This design comes from an exercise in tuning for small area, a short achievable clock period and few clock cycles on the open sky130 flow, not from production work.
Where RTL was checked, it was by simulation tests only, not by an equivalence proof against the original.
Power and IR drop assume default switching activity.

==> module circular_deque, before the edit <==
module circular_deque #(
  parameter int unsigned DEPTH = cdq_pkg::DEPTH_DEF
) (
  input  logic                              clk_i,
  input  logic                              rst_ni,
  input  logic                              req_valid_i,
  output logic                              req_ready_o,
  input  logic [cdq_pkg::OP_W-1:0]          req_operation_i,
  input  logic signed [cdq_pkg::DATA_W-1:0] req_push_value_i,
  output logic                              rsp_valid_o,
  input  logic                              rsp_ready_i,
  output logic                              rsp_status_o,
  output logic signed [cdq_pkg::DATA_W-1:0] rsp_popped_value_o,
  output logic                              rsp_is_full_o,
  output logic                              rsp_is_empty_o
);
  localparam int unsigned DW = cdq_pkg::DATA_W;
  localparam int unsigned N  = 16;
  logic [DW-1:0] ring_mem [N];
  logic [3:0] h_q, t_q;
  logic [4:0] cnt_q;
  logic       full_q, empty_q;
  logic       busy_q;   
  logic         p_v_q, p_st_q, p_full_q, p_empty_q;
  logic [N-1:0] p_sel_q;
  logic          o_v_q, o_st_q, o_full_q, o_empty_q;
  logic [DW-1:0] o_val_q;
  logic [N-1:0] dec_h, dec_t, wr_en, rd_sel;
  logic op_pr, op_pf, op_qf, op_qr, accept, ok;
  logic [DW-1:0] p_val;
  logic o_free, p_to_o, p_v_d, o_v_d, ready;
  always_comb begin
    for (int i = 0; i < N; i++) begin
      dec_h[i] = (h_q == 4'(i));
      dec_t[i] = (t_q == 4'(i));
    end
  end
  assign op_pr  = (req_operation_i == cdq_pkg::OP_PUSH_REAR);
  assign op_pf  = (req_operation_i == cdq_pkg::OP_PUSH_FRONT);
  assign op_qf  = (req_operation_i == cdq_pkg::OP_POP_FRONT);
  assign op_qr  = (req_operation_i == cdq_pkg::OP_POP_REAR);
  assign accept = req_valid_i && ready;
  assign ok     = req_operation_i[1] ? !empty_q : !full_q;
  always_comb begin
    for (int i = 0; i < N; i++) begin
      wr_en[i]  = accept && !full_q &&
                  ((op_pr && dec_t[i]) || (op_pf && dec_h[(i + 1) % N]));
      rd_sel[i] = !empty_q &&
                  ((op_qf && dec_h[i]) || (op_qr && dec_t[(i + 1) % N]));
    end
  end
  always_ff @(posedge clk_i) begin
    for (int i = 0; i < N; i++) begin
      if (wr_en[i]) ring_mem[i] <= req_push_value_i;
    end
  end
  always_ff @(posedge clk_i or negedge rst_ni) begin
    if (!rst_ni) begin
      h_q     <= '0;
      t_q     <= '0;
      cnt_q   <= '0;
      full_q  <= 1'b0;
      empty_q <= 1'b1;
    end else if (accept && ok) begin
      if (!req_operation_i[1]) begin
        cnt_q   <= cnt_q + 5'd1;
        full_q  <= (cnt_q == 5'd15);
        empty_q <= 1'b0;
      end else begin
        cnt_q   <= cnt_q - 5'd1;
        full_q  <= 1'b0;
        empty_q <= (cnt_q == 5'd1);
      end
      case (req_operation_i)
        cdq_pkg::OP_PUSH_REAR:  t_q <= t_q + 4'd1;
        cdq_pkg::OP_PUSH_FRONT: h_q <= h_q - 4'd1;
        cdq_pkg::OP_POP_FRONT:  h_q <= h_q + 4'd1;
        default:                t_q <= t_q - 4'd1;
      endcase
    end
  end
  always_ff @(posedge clk_i) begin
    if (accept) begin
      p_sel_q   <= rd_sel;
      p_st_q    <= !ok;
      p_full_q  <= !req_operation_i[1] && (full_q || cnt_q == 5'd15);
      p_empty_q <= req_operation_i[1] && (empty_q || cnt_q == 5'd1);
    end
  end
  always_comb begin
    p_val = '0;
    for (int i = 0; i < N; i++) p_val = p_val | ({DW{p_sel_q[i]}} & ring_mem[i]);
  end
  assign o_free = !o_v_q || rsp_ready_i;
  assign p_to_o = p_v_q && o_free;
  assign ready  = !busy_q || rsp_ready_i;
  assign p_v_d  = accept || (p_v_q && !o_free);
  assign o_v_d  = p_to_o || (o_v_q && !rsp_ready_i);
  always_ff @(posedge clk_i or negedge rst_ni) begin
    if (!rst_ni) begin
      p_v_q   <= 1'b0;
      o_v_q   <= 1'b0;
      busy_q  <= 1'b0;
    end else begin
      p_v_q   <= p_v_d;
      o_v_q   <= o_v_d;
      busy_q  <= p_v_d && o_v_d;
    end
  end
  always_ff @(posedge clk_i) begin
    if (p_to_o) begin
      o_st_q    <= p_st_q;
      o_val_q   <= p_val;
      o_full_q  <= p_full_q;
      o_empty_q <= p_empty_q;
    end
  end
  assign req_ready_o        = ready;
  assign rsp_valid_o        = o_v_q;
  assign rsp_status_o       = o_st_q;
  assign rsp_popped_value_o = o_val_q;
  assign rsp_is_full_o      = o_full_q;
  assign rsp_is_empty_o     = o_empty_q;
endmodule
clock: 4.5 ns
lec_check: 0
cap_margin: 20
core_margin: 2
core_utilization: 50
cts_buf_list: sky130_fd_sc_hd__clkbuf_16
cts_cluster_diameter: 60
cts_cluster_size: 30
setup_slack_margin: 2.4
slew_margin: 20
standard.sh (not shown) runs the stock make flow with config.mk's settings and CLKGATE_MAP_FILE= SYNTH_SCRIPT=/design/flow/synth_recipe.tcl, a recipe that flattens the netlist after the stock synthesis.
==> flow/flow/run.sh <==
#!/bin/bash
# The standard layout (standard.sh), with one logic-preserving netlist
# rewrite between synthesis and floorplan (flow/eco.tcl) and the port
# buffers inserted as buf_4 cells. Each tool's output goes to its own log.
set -euo pipefail
export BUFFER_PORTS_ARGS="-buffer_cell sky130_fd_sc_hd__buf_4"
bash standard.sh synth > synth.log 2>&1
export RES=$PWD/orfs/results/$FLOW_PLATFORM/circular_deque/base
openroad -no_init -exit flow/eco.tcl > eco.log 2>&1
bash standard.sh > layout.log 2>&1
Other scripts of this flow, unchanged in this note and not shown: flow/flow/eco.tcl
Testbench counts at the start, summed over its fixed seeds: cycles 16,016.
Edit:
--- a/flow/design.v
+++ b/flow/design.v
@@ -89,11 +89,11 @@
         default:                t_q <= t_q - 4'd1;
       endcase
     end
   end
   always_ff @(posedge clk_i) begin
-    if (accept) begin
+    if (ready) begin
       p_sel_q   <= rd_sel;
       p_st_q    <= !ok;
       p_full_q  <= !req_operation_i[1] && (full_q || cnt_q == 5'd15);
       p_empty_q <= req_operation_i[1] && (empty_q || cnt_q == 5'd1);
     end
@@ -117,11 +117,11 @@
       o_v_q   <= o_v_d;
       busy_q  <= p_v_d && o_v_d;
     end
   end
   always_ff @(posedge clk_i) begin
-    if (p_to_o) begin
+    if (o_free) begin
       o_st_q    <= p_st_q;
       o_val_q   <= p_val;
       o_full_q  <= p_full_q;
       o_empty_q <= p_empty_q;
     end
After rerunning: Via count falls by about 1.2%; global-route usage fell by 0.30 points; setup slack improves by 11 ps; worst hold slack is better by 17 ps; routed wire length came out lower by about 1%; clock-buffer cell count came out higher by 1; cell count is lower by 0.34%; cell area barely changes; clock skew went down by 5.0 ps; sequential cell count is unchanged; core utilization rises by 0.16 points.
Function not checked in the second run of this note: the RTL went through the layout flow alone.

========
The RTL this note starts from:
==> flow/design.v <==
package cdq_pkg;
  localparam int unsigned DATA_W    = 32;
  localparam int unsigned OP_W      = 2;
  localparam int unsigned DEPTH_DEF = 16;
  typedef enum logic [OP_W-1:0] {
    OP_PUSH_REAR  = 2'd0,
    OP_PUSH_FRONT = 2'd1,
    OP_POP_FRONT  = 2'd2,
    OP_POP_REAR   = 2'd3
  } op_e;
endpackage
module circular_deque #(
  parameter int unsigned DEPTH = cdq_pkg::DEPTH_DEF
) (
  input  logic                              clk_i,
  input  logic                              rst_ni,
  input  logic                              req_valid_i,
  output logic                              req_ready_o,
  input  logic [cdq_pkg::OP_W-1:0]          req_operation_i,
  input  logic signed [cdq_pkg::DATA_W-1:0] req_push_value_i,
  output logic                              rsp_valid_o,
  input  logic                              rsp_ready_i,
  output logic                              rsp_status_o,
  output logic signed [cdq_pkg::DATA_W-1:0] rsp_popped_value_o,
  output logic                              rsp_is_full_o,
  output logic                              rsp_is_empty_o
);
  localparam int unsigned DW = cdq_pkg::DATA_W;
  localparam int unsigned N  = 16;
  logic [DW-1:0] ring_mem [N];
  logic [3:0] h_q, t_q;
  logic       full_q, empty_q;
  logic [3:0] occ;   
  logic       busy_q;   
  logic         p_v_q, p_st_q;
  logic [N-1:0] p_sel_q;
  logic          o_v_q, o_st_q, o_full_q, o_empty_q;
  logic [DW-1:0] o_val_q;
  logic [N-1:0] dec_h, dec_t, wr_en, rd_sel;
  logic op_pr, op_pf, op_qf, op_qr, accept, ok;
  logic [DW-1:0] p_val;
  logic o_free, p_to_o, p_v_d, o_v_d, ready;
  always_comb begin
    for (int i = 0; i < N; i++) begin
      dec_h[i] = (h_q == 4'(i));
      dec_t[i] = (t_q == 4'(i));
    end
  end
  assign occ    = t_q - h_q;
  assign op_pr  = (req_operation_i == cdq_pkg::OP_PUSH_REAR);
  assign op_pf  = (req_operation_i == cdq_pkg::OP_PUSH_FRONT);
  assign op_qf  = (req_operation_i == cdq_pkg::OP_POP_FRONT);
  assign op_qr  = (req_operation_i == cdq_pkg::OP_POP_REAR);
  assign accept = req_valid_i && ready;
  assign ok     = req_operation_i[1] ? !empty_q : !full_q;
  always_comb begin
    for (int i = 0; i < N; i++) begin
      wr_en[i]  = accept && !full_q &&
                  ((op_pr && dec_t[i]) || (op_pf && dec_h[(i + 1) % N]));
      rd_sel[i] = !empty_q &&
                  ((op_qf && dec_h[i]) || (op_qr && dec_t[(i + 1) % N]));
    end
  end
  always_ff @(posedge clk_i) begin
    for (int i = 0; i < N; i++) begin
      if (wr_en[i]) ring_mem[i] <= req_push_value_i;
    end
  end
  always_ff @(posedge clk_i or negedge rst_ni) begin
    if (!rst_ni) begin
      h_q     <= '0;
      t_q     <= '0;
      full_q  <= 1'b0;
      empty_q <= 1'b1;
    end else if (accept && ok) begin
      if (!req_operation_i[1]) begin
        full_q  <= (occ == 4'd15);
        empty_q <= 1'b0;
      end else begin
        full_q  <= 1'b0;
        empty_q <= (occ == 4'd1);
      end
      case (req_operation_i)
        cdq_pkg::OP_PUSH_REAR:  t_q <= t_q + 4'd1;
        cdq_pkg::OP_PUSH_FRONT: h_q <= h_q - 4'd1;
        cdq_pkg::OP_POP_FRONT:  h_q <= h_q + 4'd1;
        default:                t_q <= t_q - 4'd1;
      endcase
    end
  end
  always_ff @(posedge clk_i) begin
    if (accept) begin
      p_sel_q   <= rd_sel;
      p_st_q    <= !ok;
    end
  end
  always_comb begin
    p_val = '0;
    for (int i = 0; i < N; i++) p_val = p_val | ({DW{p_sel_q[i]}} & ring_mem[i]);
  end
  assign o_free = !o_v_q || rsp_ready_i;
  assign p_to_o = p_v_q && o_free;
  assign ready  = !busy_q || rsp_ready_i;
  assign p_v_d  = accept || (p_v_q && !o_free);
  assign o_v_d  = p_to_o || (o_v_q && !rsp_ready_i);
  always_ff @(posedge clk_i or negedge rst_ni) begin
    if (!rst_ni) begin
      p_v_q   <= 1'b0;
      o_v_q   <= 1'b0;
      busy_q  <= 1'b0;
    end else begin
      p_v_q   <= p_v_d;
      o_v_q   <= o_v_d;
      busy_q  <= p_v_d && o_v_d;
    end
  end
  always_ff @(posedge clk_i) begin
    if (p_to_o) begin
      o_st_q    <= p_st_q;
      o_val_q   <= p_val;
      o_full_q  <= full_q;
      o_empty_q <= empty_q;
    end
  end
  assign req_ready_o        = ready;
  assign rsp_valid_o        = o_v_q;
  assign rsp_status_o       = o_st_q;
  assign rsp_popped_value_o = o_val_q;
  assign rsp_is_full_o      = o_full_q;
  assign rsp_is_empty_o     = o_empty_q;
endmodule
Settings: LEC_CHECK=0, CAP_MARGIN=20, CORE_MARGIN=2, CORE_UTILIZATION=60, CTS_BUF_LIST=sky130_fd_sc_hd__clkbuf_16, CTS_CLUSTER_DIAMETER=60, CTS_CLUSTER_SIZE=30, SETUP_SLACK_MARGIN=2.4, SLEW_MARGIN=20; clock period 4.5 ns.
==> flow/flow/eco.tcl <==
# Logic-preserving rewrite of the synthesized netlist: req_ready_o is
# !busy_q | rsp_ready_i. Synthesis maps it as and2b(A_N=rsp_ready_i, B=busy_q)
# followed by an inverter, which puts rsp_ready_i through two inverting
# stages inside the and2b. Drive the port instead from
# nand2(!rsp_ready_i, busy_q), with the inverter on rsp_ready_i its own cell,
# and leave the original gates driving the internal loads.
read_db $::env(RES)/1_synth.odb
set db [ord::get_db]
set block [[$db getChip] getBlock]
proc out_iterm {net} {
  foreach it [$net getITerms] { if {[$it isOutputSignal]} { return $it } }
  return ""
}
set port_net [$block findNet req_ready_o]
set rsp_net  [$block findNet rsp_ready_i]
set busy_net [$block findNet busy_q]
set ok 0
if {$port_net ne "NULL" && $rsp_net ne "NULL" && $busy_net ne "NULL"} {
  set drv [out_iterm $port_net]
  if {$drv ne ""} {
    set inv [$drv getInst]
    puts "ECO: req_ready_o driven by [$inv getName] [[$inv getMaster] getName]"
    if {[string match "*__inv_*" [[$inv getMaster] getName]] || [string match "*__clkinv_*" [[$inv getMaster] getName]]} {
      set n1 [[$inv findITerm A] getNet]
      set d1 [out_iterm $n1]
      if {$d1 ne ""} {
        set g [$d1 getInst]
        puts "ECO: inverter input driven by [$g getName] [[$g getMaster] getName]"
        if {[string match "*__and2b_*" [[$g getMaster] getName]] &&
            [[[$g findITerm A_N] getNet] getName] eq "rsp_ready_i" &&
            [[[$g findITerm B] getNet] getName] eq "busy_q"} {
          set ok 1
        }
      }
    }
  }
}
if {$ok} {
  set int_net [odb::dbNet_create $block req_ready_int]
  foreach it [$port_net getITerms] {
    $it disconnect
    $it connect $int_net
  }
  set rsp_n [odb::dbNet_create $block rsp_ready_n]
  set inv2 [odb::dbInst_create $block [$db findMaster sky130_fd_sc_hd__inv_2] eco_rsp_ready_n]
  [$inv2 findITerm A] connect $rsp_net
  [$inv2 findITerm Y] connect $rsp_n
  set new [odb::dbInst_create $block [$db findMaster sky130_fd_sc_hd__nand2_2] eco_req_ready]
  [$new findITerm A] connect $rsp_n
  [$new findITerm B] connect $busy_net
  [$new findITerm Y] connect $port_net
  puts "ECO: applied"
} else {
  puts "ECO: pattern not found, netlist left unchanged"
}
write_db $::env(RES)/1_synth.odb
Scripts as last shown in full above: flow/flow/run.sh
The baseline went through all stages and came out clean.
Then changed:
--- a/flow/design.v
+++ b/flow/design.v
@@ -26,16 +26,16 @@
   output logic                              rsp_is_empty_o
 );
   localparam int unsigned DW = cdq_pkg::DATA_W;
   localparam int unsigned N  = 16;
   logic [DW-1:0] ring_mem [N];
   logic [3:0] h_q, t_q;
+  logic [4:0] cnt_q;
   logic       full_q, empty_q;
-  logic [3:0] occ;   
   logic       busy_q;   
-  logic         p_v_q, p_st_q;
+  logic         p_v_q, p_st_q, p_full_q, p_empty_q;
   logic [N-1:0] p_sel_q;
   logic          o_v_q, o_st_q, o_full_q, o_empty_q;
   logic [DW-1:0] o_val_q;
   logic [N-1:0] dec_h, dec_t, wr_en, rd_sel;
   logic op_pr, op_pf, op_qf, op_qr, accept, ok;
   logic [DW-1:0] p_val;
@@ -43,13 +43,12 @@
   always_comb begin
     for (int i = 0; i < N; i++) begin
       dec_h[i] = (h_q == 4'(i));
       dec_t[i] = (t_q == 4'(i));
     end
   end
-  assign occ    = t_q - h_q;
   assign op_pr  = (req_operation_i == cdq_pkg::OP_PUSH_REAR);
   assign op_pf  = (req_operation_i == cdq_pkg::OP_PUSH_FRONT);
   assign op_qf  = (req_operation_i == cdq_pkg::OP_POP_FRONT);
   assign op_qr  = (req_operation_i == cdq_pkg::OP_POP_REAR);
   assign accept = req_valid_i && ready;
   assign ok     = req_operation_i[1] ? !empty_q : !full_q;
@@ -67,21 +66,24 @@
     end
   end
   always_ff @(posedge clk_i or negedge rst_ni) begin
     if (!rst_ni) begin
       h_q     <= '0;
       t_q     <= '0;
+      cnt_q   <= '0;
       full_q  <= 1'b0;
       empty_q <= 1'b1;
     end else if (accept && ok) begin
       if (!req_operation_i[1]) begin
-        full_q  <= (occ == 4'd15);
+        cnt_q   <= cnt_q + 5'd1;
+        full_q  <= (cnt_q == 5'd15);
         empty_q <= 1'b0;
       end else begin
+        cnt_q   <= cnt_q - 5'd1;
         full_q  <= 1'b0;
-        empty_q <= (occ == 4'd1);
+        empty_q <= (cnt_q == 5'd1);
       end
       case (req_operation_i)
         cdq_pkg::OP_PUSH_REAR:  t_q <= t_q + 4'd1;
         cdq_pkg::OP_PUSH_FRONT: h_q <= h_q - 4'd1;
         cdq_pkg::OP_POP_FRONT:  h_q <= h_q + 4'd1;
         default:                t_q <= t_q - 4'd1;
@@ -89,12 +91,14 @@
     end
   end
   always_ff @(posedge clk_i) begin
     if (accept) begin
       p_sel_q   <= rd_sel;
       p_st_q    <= !ok;
+      p_full_q  <= !req_operation_i[1] && (full_q || cnt_q == 5'd15);
+      p_empty_q <= req_operation_i[1] && (empty_q || cnt_q == 5'd1);
     end
   end
   always_comb begin
     p_val = '0;
     for (int i = 0; i < N; i++) p_val = p_val | ({DW{p_sel_q[i]}} & ring_mem[i]);
   end
@@ -115,14 +119,14 @@
     end
   end
   always_ff @(posedge clk_i) begin
     if (p_to_o) begin
       o_st_q    <= p_st_q;
       o_val_q   <= p_val;
-      o_full_q  <= full_q;
-      o_empty_q <= empty_q;
+      o_full_q  <= p_full_q;
+      o_empty_q <= p_empty_q;
     end
   end
   assign req_ready_o        = ready;
   assign rsp_valid_o        = o_v_q;
   assign rsp_status_o       = o_st_q;
   assign rsp_popped_value_o = o_val_q;
After rerunning: Count of clock-buffer cells in the layout climbs by 2. Worst hold slack gets worse by 17 ps. Worst setup slack improves by 70 ps. First-iteration DRC count fell by roughly a tenth. Routed wire length is about the same. Register-to-register slack gains 110 ps. Area after synthesis grows slightly. Non-clock buffer count goes down by 10. Total power increases slightly. Final area increases slightly.
Testbench counts after the change, summed over its fixed seeds: cycles 16,016.
No functional check of the RTL was part of the first run of this note.

## port drivers added, routing unchanged
In the flow no input, the clock included, has a driving cell. The finished layouts below were timed again as built, in two steps. Step 1 (the two cells are an assumption about what drives the block):
set clk [get_ports {clk_i}]
set_driving_cell -lib_cell sky130_fd_sc_hd__clkbuf_16 $clk
set_driving_cell -lib_cell sky130_fd_sc_hd__buf_2 [delete_from_list [all_inputs] $clk]
Step 2 moves the port delays by t, midway between the first and last clock arrival at a register: inputs arrive t later, outputs are due t later. That takes back most of the time a late clock gives input paths. Three values: ideal, step 1, step 2; two values: the first two.
run | t (ns) | slack for setup (ns) | worst hold slack (ns) | worst slew at a driven data input, ns | cell pins on the clock port's net
the first run of note 1 | 0.619 | 2.404 / 2.366 / 1.847 | 0.174 / 0.146 / 0.431 | 0.05 | 1
the second run of note 1 | 0.621 | 2.415 / 2.377 / 1.806 | 0.192 / 0.162 / 0.451 | 0.08 | 1
the first run of note 2 | 0.583 | 2.334 / 2.287 / 1.865 | 0.197 / 0.166 / 0.416 | 0.08 | 1
the second run of note 2 | 0.606 | 2.404 / 2.366 / 1.892 | 0.180 / 0.157 / 0.405 | 0.08 | 1
After both steps setup and hold are still met in every run listed. The setup slack of the second run of note 1, which loses most, moves by -0.038 ns with the drivers and by -0.609 ns with both steps.
